This design comes from an exercise in tuning for small area and a short achievable clock period on the open sky130 flow, not from production work. In this exercise RTL edits were held to simulation tests only and were not proved equivalent to the original.

==> inputs of v37 <==
Design simframe_top, start of the top module:
module simframe_top #(
   parameter int pattern_width = 32,
   parameter int fifo_depth    = 64,
   localparam int count_width  = $clog2(fifo_depth + 1)
) (
   input  logic                                       clk,
   input  logic                                       resetn,
   input  logic                                       reg_write,
   input  logic                                       reg_read,
   input  logic [simframe_pkg::reg_index_width-1:0]   reg_windx,
   input  logic [simframe_pkg::reg_index_width-1:0]   reg_rindx,
   input  logic [simframe_pkg::word_width-1:0]        reg_wdata,
   output logic [1:0]                                 reg_wresp,
   output logic                                       wr_idle,
   output logic                                       reg_rvalid,
   output logic [simframe_pkg::word_width-1:0]        reg_rdata,
   output logic [1:0]                                 reg_rresp,
   output logic [pattern_width-1:0]                   stream_data,
   output logic                                       stream_valid,
   input  logic                                       stream_ready,
   output logic                                       new_job
);
==> module pattern_fifo, before the edit <==
module pattern_fifo #(
   parameter int pattern_width = 32,
   parameter int fifo_depth    = 64,
   localparam int addr_width   = $clog2(fifo_depth)
) (
   input  logic                     clk,
   input  logic                     resetn,
   input  logic                     clear,
   input  logic                     load,
   input  logic [pattern_width-1:0] load_data,
   input  logic                     pop,
   output logic [pattern_width-1:0] head_data,
   output logic [pattern_width-1:0] head_next,
   output logic                     head_valid
);
   localparam logic [addr_width-1:0] last_addr = addr_width'(fifo_depth - 1);
   logic [pattern_width-1:0] mem [fifo_depth];
   logic [addr_width-1:0]    wr_ptr;
   logic [addr_width-1:0]    rd_ptr;
   logic [addr_width-1:0]    rd_next;    
   logic                     cnt_eq0;    
   logic                     cnt_eq1;    
   logic [addr_width-1:0]    cnt_diff;
   logic                     wb_valid;
   logic [pattern_width-1:0] wb_data;
   logic [pattern_width-1:0] wb_next;
   logic rst;
   logic pop_ok;
   logic pop_wb;
   logic pop_mem;
   logic wr_en;
   logic mem_we;
   logic [pattern_width-1:0] wr_data;
   function automatic logic [addr_width-1:0] next_ptr(input logic [addr_width-1:0] ptr);
      next_ptr = (ptr == last_addr) ? {addr_width{1'b0}} : ptr + 1'b1;
   endfunction
   assign rst        = !resetn || clear;
   assign head_valid = !cnt_eq0 || wb_valid;
   assign pop_ok  = pop && head_valid;
   assign pop_wb  = pop_ok && cnt_eq0;
   assign pop_mem = pop_ok && !cnt_eq0;
   assign wr_en   = load || (wb_valid && !pop_wb);
   assign wr_data = wb_valid ? wb_data : load_data;
   assign mem_we  = load || wb_valid;
   assign cnt_diff = wr_ptr - rd_ptr;
   assign wb_next = pop_ok ? head_data : wb_data;
   always_comb begin
      if (rst)
         head_next = wb_next;
      else if (pop_mem && !cnt_eq1)
         head_next = mem[rd_next];
      else if ((pop_mem || cnt_eq0) && wr_en)
         head_next = wr_data;
      else
         head_next = head_data;
   end
   always_ff @(posedge clk) begin
      if (rst) begin
         wr_ptr   <= '0;
         rd_ptr   <= '0;
         rd_next  <= addr_width'(1);
         cnt_eq0  <= 1'b1;
         cnt_eq1  <= 1'b0;
         wb_valid <= 1'b0;
      end else begin
         wb_valid <= pop_ok;
         if (wr_en) wr_ptr <= next_ptr(wr_ptr);
         if (pop_mem) begin
            rd_ptr  <= rd_next;
            rd_next <= next_ptr(rd_next);
         end
         if (wr_en && !pop_mem) begin
            cnt_eq0 <= 1'b0;
            cnt_eq1 <= cnt_eq0;
         end else if (!wr_en && pop_mem) begin
            cnt_eq0 <= cnt_eq1;
            cnt_eq1 <= (cnt_diff == addr_width'(2));
         end
      end
   end
   always_ff @(posedge clk) begin
      if (mem_we) mem[wr_ptr] <= wr_data;
      wb_data   <= wb_next;
      head_data <= head_next;
   end
endmodule
clock: 7.0 ns
lec_check: 0
abc_clock_period_in_ps: 3000
cap_margin: 20
core_margin: 2
core_utilization: 60
setup_slack_margin: 3.5
slew_margin: 20
run.sh (not shown) runs the stock make flow with config.mk's settings and CLKGATE_MAP_FILE= SYNTH_SCRIPT=/design/flow/synth_recipe.tcl, a recipe that flattens the netlist after the stock synthesis.
==> v24 (differences from v37) <==
--- a/flow/design.v
+++ b/flow/design.v
@@ -144,10 +144,29 @@
 );
-   localparam logic [addr_width-1:0] last_addr = addr_width'(fifo_depth - 1);
-   logic [pattern_width-1:0] mem [fifo_depth];
-   logic [addr_width-1:0]    wr_ptr;
-   logic [addr_width-1:0]    rd_ptr;
-   logic [addr_width-1:0]    rd_next;    
+   localparam int ring_depth = fifo_depth - 2;
+   localparam logic [addr_width-1:0] last_addr = addr_width'(ring_depth - 1);
+   logic [pattern_width-1:0] mem [ring_depth];
+   localparam int lo_n = 8;
+   localparam int hi_n = (ring_depth + lo_n - 1) / lo_n;
+   localparam int last_lo = (ring_depth - 1) % lo_n;
+   localparam int last_hi = (ring_depth - 1) / lo_n;
+   localparam int ra_init = 2 % ring_depth;
+   logic [lo_n-1:0] wr_lo, ra_lo;
+   logic [hi_n-1:0] wr_hi, ra_hi;
+   function automatic logic [lo_n-1:0] next_lo(input logic [lo_n-1:0] lo, input logic [hi_n-1:0] hi);
+      if (hi[last_hi] && lo[last_lo]) next_lo = lo_n'(1);
+      else                            next_lo = {lo[lo_n-2:0], lo[lo_n-1]};
+   endfunction
+   function automatic logic [hi_n-1:0] next_hi(input logic [lo_n-1:0] lo, input logic [hi_n-1:0] hi);
+      if (hi[last_hi] && lo[last_lo]) next_hi = hi_n'(1);
+      else if (lo[lo_n-1])            next_hi = (hi_n > 1) ? ((hi << 1) | (hi >> (hi_n - 1))) : hi;
+      else                            next_hi = hi;
+   endfunction
+   logic [addr_width-1:0]    wr_ptr;     
+   logic [addr_width-1:0]    rd_ahead;   
    logic                     cnt_eq0;    
    logic                     cnt_eq1;    
-   logic [addr_width-1:0]    cnt_diff;
+   logic                     cnt_eq2;    
+   logic [pattern_width-1:0] next_data;
+   logic [pattern_width-1:0] next_nxt;
+   logic [pattern_width-1:0] rd_word;
    logic                     wb_valid;
@@ -173,5 +192,15 @@
    assign mem_we  = load || wb_valid;
-   assign cnt_diff = wr_ptr - rd_ptr;
    assign wb_next = pop_ok ? head_data : wb_data;
    always_comb begin
+      logic [pattern_width-1:0] grp;
+      rd_word = '0;
+      for (int j = 0; j < hi_n; j++) begin
+         grp = '0;
+         for (int k = 0; k < lo_n; k++)
+            if (j * lo_n + k < ring_depth)
+               grp = grp | (mem[j * lo_n + k] & {pattern_width{ra_lo[k]}});
+         rd_word = rd_word | (grp & {pattern_width{ra_hi[j]}});
+      end
+   end
+   always_comb begin
       if (rst)
@@ -179,3 +208,3 @@
       else if (pop_mem && !cnt_eq1)
-         head_next = mem[rd_next];
+         head_next = next_data;
       else if ((pop_mem || cnt_eq0) && wr_en)
@@ -185,2 +214,8 @@
    end
+   always_comb begin
+      if (pop_mem)
+         next_nxt = cnt_eq2 ? wr_data : rd_word;
+      else
+         next_nxt = cnt_eq1 ? wr_data : next_data;
+   end
    always_ff @(posedge clk) begin
@@ -188,6 +223,10 @@
          wr_ptr   <= '0;
-         rd_ptr   <= '0;
-         rd_next  <= addr_width'(1);
+         rd_ahead <= addr_width'(ra_init);
+         wr_lo    <= lo_n'(1);
+         wr_hi    <= hi_n'(1);
+         ra_lo    <= lo_n'(1) << (ra_init % lo_n);
+         ra_hi    <= hi_n'(1) << (ra_init / lo_n);
          cnt_eq0  <= 1'b1;
          cnt_eq1  <= 1'b0;
+         cnt_eq2  <= 1'b0;
          wb_valid <= 1'b0;
@@ -195,6 +234,11 @@
          wb_valid <= pop_ok;
-         if (wr_en) wr_ptr <= next_ptr(wr_ptr);
+         if (wr_en) begin
+            wr_ptr <= next_ptr(wr_ptr);
+            wr_lo  <= next_lo(wr_lo, wr_hi);
+            wr_hi  <= next_hi(wr_lo, wr_hi);
+         end
          if (pop_mem) begin
-            rd_ptr  <= rd_next;
-            rd_next <= next_ptr(rd_next);
+            rd_ahead <= next_ptr(rd_ahead);
+            ra_lo    <= next_lo(ra_lo, ra_hi);
+            ra_hi    <= next_hi(ra_lo, ra_hi);
          end
@@ -203,5 +247,7 @@
             cnt_eq1 <= cnt_eq0;
+            cnt_eq2 <= cnt_eq1;
          end else if (!wr_en && pop_mem) begin
             cnt_eq0 <= cnt_eq1;
-            cnt_eq1 <= (cnt_diff == addr_width'(2));
+            cnt_eq1 <= cnt_eq2;
+            cnt_eq2 <= (wr_ptr == next_ptr(rd_ahead));
          end
@@ -210,5 +256,7 @@
    always_ff @(posedge clk) begin
-      if (mem_we) mem[wr_ptr] <= wr_data;
-      wb_data   <= wb_next;
-      head_data <= head_next;
+      for (int i = 0; i < ring_depth; i++)
+         if (mem_we && wr_hi[i / lo_n] && wr_lo[i % lo_n]) mem[i] <= wr_data;
+      wb_data     <= wb_next;
+      head_data   <= head_next;
+      next_data   <= next_nxt;
    end
--- a/flow/config.mk
+++ b/flow/config.mk
@@ -7,7 +7,9 @@
 export LEC_CHECK = 0
-export ABC_CLOCK_PERIOD_IN_PS = 3000
 export CAP_MARGIN = 20
 export CORE_MARGIN = 2
-export CORE_UTILIZATION = 60
-export SETUP_SLACK_MARGIN = 3.5
+export CORE_UTILIZATION = 45
+export CTS_BUF_LIST = sky130_fd_sc_hd__clkbuf_16
+export CTS_CLUSTER_DIAMETER = 80
+export CTS_CLUSTER_SIZE = 22
+export SETUP_SLACK_MARGIN = 4.0
 export SLEW_MARGIN = 20
==> v28 (differences from v37) <==
--- a/flow/design.v
+++ b/flow/design.v
@@ -144,10 +144,29 @@
 );
-   localparam logic [addr_width-1:0] last_addr = addr_width'(fifo_depth - 1);
-   logic [pattern_width-1:0] mem [fifo_depth];
-   logic [addr_width-1:0]    wr_ptr;
-   logic [addr_width-1:0]    rd_ptr;
-   logic [addr_width-1:0]    rd_next;    
+   localparam int ring_depth = fifo_depth - 2;
+   localparam logic [addr_width-1:0] last_addr = addr_width'(ring_depth - 1);
+   logic [pattern_width-1:0] mem [ring_depth];
+   localparam int lo_n = 8;
+   localparam int hi_n = (ring_depth + lo_n - 1) / lo_n;
+   localparam int last_lo = (ring_depth - 1) % lo_n;
+   localparam int last_hi = (ring_depth - 1) / lo_n;
+   localparam int ra_init = 2 % ring_depth;
+   logic [lo_n-1:0] wr_lo, ra_lo;
+   logic [hi_n-1:0] wr_hi, ra_hi;
+   function automatic logic [lo_n-1:0] next_lo(input logic [lo_n-1:0] lo, input logic [hi_n-1:0] hi);
+      if (hi[last_hi] && lo[last_lo]) next_lo = lo_n'(1);
+      else                            next_lo = {lo[lo_n-2:0], lo[lo_n-1]};
+   endfunction
+   function automatic logic [hi_n-1:0] next_hi(input logic [lo_n-1:0] lo, input logic [hi_n-1:0] hi);
+      if (hi[last_hi] && lo[last_lo]) next_hi = hi_n'(1);
+      else if (lo[lo_n-1])            next_hi = (hi_n > 1) ? ((hi << 1) | (hi >> (hi_n - 1))) : hi;
+      else                            next_hi = hi;
+   endfunction
+   logic [addr_width-1:0]    wr_ptr;     
+   logic [addr_width-1:0]    rd_ahead;   
    logic                     cnt_eq0;    
    logic                     cnt_eq1;    
-   logic [addr_width-1:0]    cnt_diff;
+   logic                     cnt_eq2;    
+   logic [pattern_width-1:0] next_data;
+   logic [pattern_width-1:0] next_nxt;
+   logic [pattern_width-1:0] rd_word;
    logic                     wb_valid;
@@ -173,5 +192,15 @@
    assign mem_we  = load || wb_valid;
-   assign cnt_diff = wr_ptr - rd_ptr;
    assign wb_next = pop_ok ? head_data : wb_data;
    always_comb begin
+      logic [pattern_width-1:0] grp;
+      rd_word = '0;
+      for (int j = 0; j < hi_n; j++) begin
+         grp = '0;
+         for (int k = 0; k < lo_n; k++)
+            if (j * lo_n + k < ring_depth)
+               grp = grp | (mem[j * lo_n + k] & {pattern_width{ra_lo[k]}});
+         rd_word = rd_word | (grp & {pattern_width{ra_hi[j]}});
+      end
+   end
+   always_comb begin
       if (rst)
@@ -179,3 +208,3 @@
       else if (pop_mem && !cnt_eq1)
-         head_next = mem[rd_next];
+         head_next = next_data;
       else if ((pop_mem || cnt_eq0) && wr_en)
@@ -185,2 +214,8 @@
    end
+   always_comb begin
+      if (pop_mem)
+         next_nxt = cnt_eq2 ? wr_data : rd_word;
+      else
+         next_nxt = cnt_eq1 ? wr_data : next_data;
+   end
    always_ff @(posedge clk) begin
@@ -188,6 +223,10 @@
          wr_ptr   <= '0;
-         rd_ptr   <= '0;
-         rd_next  <= addr_width'(1);
+         rd_ahead <= addr_width'(ra_init);
+         wr_lo    <= lo_n'(1);
+         wr_hi    <= hi_n'(1);
+         ra_lo    <= lo_n'(1) << (ra_init % lo_n);
+         ra_hi    <= hi_n'(1) << (ra_init / lo_n);
          cnt_eq0  <= 1'b1;
          cnt_eq1  <= 1'b0;
+         cnt_eq2  <= 1'b0;
          wb_valid <= 1'b0;
@@ -195,6 +234,11 @@
          wb_valid <= pop_ok;
-         if (wr_en) wr_ptr <= next_ptr(wr_ptr);
+         if (wr_en) begin
+            wr_ptr <= next_ptr(wr_ptr);
+            wr_lo  <= next_lo(wr_lo, wr_hi);
+            wr_hi  <= next_hi(wr_lo, wr_hi);
+         end
          if (pop_mem) begin
-            rd_ptr  <= rd_next;
-            rd_next <= next_ptr(rd_next);
+            rd_ahead <= next_ptr(rd_ahead);
+            ra_lo    <= next_lo(ra_lo, ra_hi);
+            ra_hi    <= next_hi(ra_lo, ra_hi);
          end
@@ -203,5 +247,7 @@
             cnt_eq1 <= cnt_eq0;
+            cnt_eq2 <= cnt_eq1;
          end else if (!wr_en && pop_mem) begin
             cnt_eq0 <= cnt_eq1;
-            cnt_eq1 <= (cnt_diff == addr_width'(2));
+            cnt_eq1 <= cnt_eq2;
+            cnt_eq2 <= (wr_ptr == next_ptr(rd_ahead));
          end
@@ -210,5 +256,7 @@
    always_ff @(posedge clk) begin
-      if (mem_we) mem[wr_ptr] <= wr_data;
-      wb_data   <= wb_next;
-      head_data <= head_next;
+      for (int i = 0; i < ring_depth; i++)
+         if (mem_we && wr_hi[i / lo_n] && wr_lo[i % lo_n]) mem[i] <= wr_data;
+      wb_data     <= wb_next;
+      head_data   <= head_next;
+      next_data   <= next_nxt;
    end
--- a/flow/config.mk
+++ b/flow/config.mk
@@ -7,7 +7,9 @@
 export LEC_CHECK = 0
-export ABC_CLOCK_PERIOD_IN_PS = 3000
 export CAP_MARGIN = 20
 export CORE_MARGIN = 2
-export CORE_UTILIZATION = 60
-export SETUP_SLACK_MARGIN = 3.5
+export CORE_UTILIZATION = 45
+export CTS_BUF_LIST = sky130_fd_sc_hd__clkbuf_16
+export CTS_CLUSTER_DIAMETER = 80
+export CTS_CLUSTER_SIZE = 22
+export SETUP_SLACK_MARGIN = 4.4
 export SLEW_MARGIN = 20
==> out/results.ini <==
[run_status]
status=finished clean

[worst_setup_path]
slowest_delay_ps=630
worstRegToRegCells=7

[min_path]
hp-start=u_fifo1.head_data[31]$_DFF_P_

[drt]
vias=98204

(the above is from v28)
==> out/results.ini <==
[worst_setup_path]
worstRegToRegCells=8

[power_and_ir_drop]
p_clk_share_pct=31.2

[run_status]
status=finished clean

[drt]
vias=96155

[min_path]
hp-start=u_fifo0.head_data[31]$_DFF_P_

(the above is from v24)
==> out/results.ini <==
[min_path]
hp-start=u_fifo1.rd_ptr[2]$_SDFFE_PP0N_

[global_route]
grt_usage_pct=34.2

[sta]
final-hold-violation-count=0

[run_status]
status=finished clean

[power_and_ir_drop]
seq_cell_power_mw=29.2

[worst_setup_path]
crit_path_end_kind=register
worstRegToRegCells=7

[drt]
vias=89143

(the above is from v37)

[what the ideal ports hide]
The results above use ideal ports. As a check the final layouts listed here were re-extracted and re-timed, cells and wires unchanged.
Step 1 sets driving cells, clkbuf_16 on the clock port and buf_2 on the other inputs (assumed; they add their load-dependent delay and slew).
Step 2 adds t to the input delays and takes it off the output delays; t is the mean of the earliest and latest rising clock arrival at the registers after step 1. Input paths then give back, and output paths get back, about the clock's delay inside the block.
Slacks: no drivers / after step 1 / after step 2; pairs: no drivers / after step 1.
run	shift t [ns]	setup WS [ns]	hold slack, ns	slew at the worst register clock pin (ns)
v37	1.063	3.232 / 3.232 / 2.329	0.460 / 0.460 / 0.460	0.07 / 0.07
v24	1.044	3.747 / 3.747 / 2.871	0.495 / 0.495 / 0.495	0.10 / 0.10
v28	1.037	3.890 / 3.890 / 3.387	0.506 / 0.506 / 0.506	0.10 / 0.10
After both steps setup and hold are still met in every run listed. For v37, which loses most, drivers alone change the setup slack by 0.000 ns; drivers and shift together by -0.903 ns.
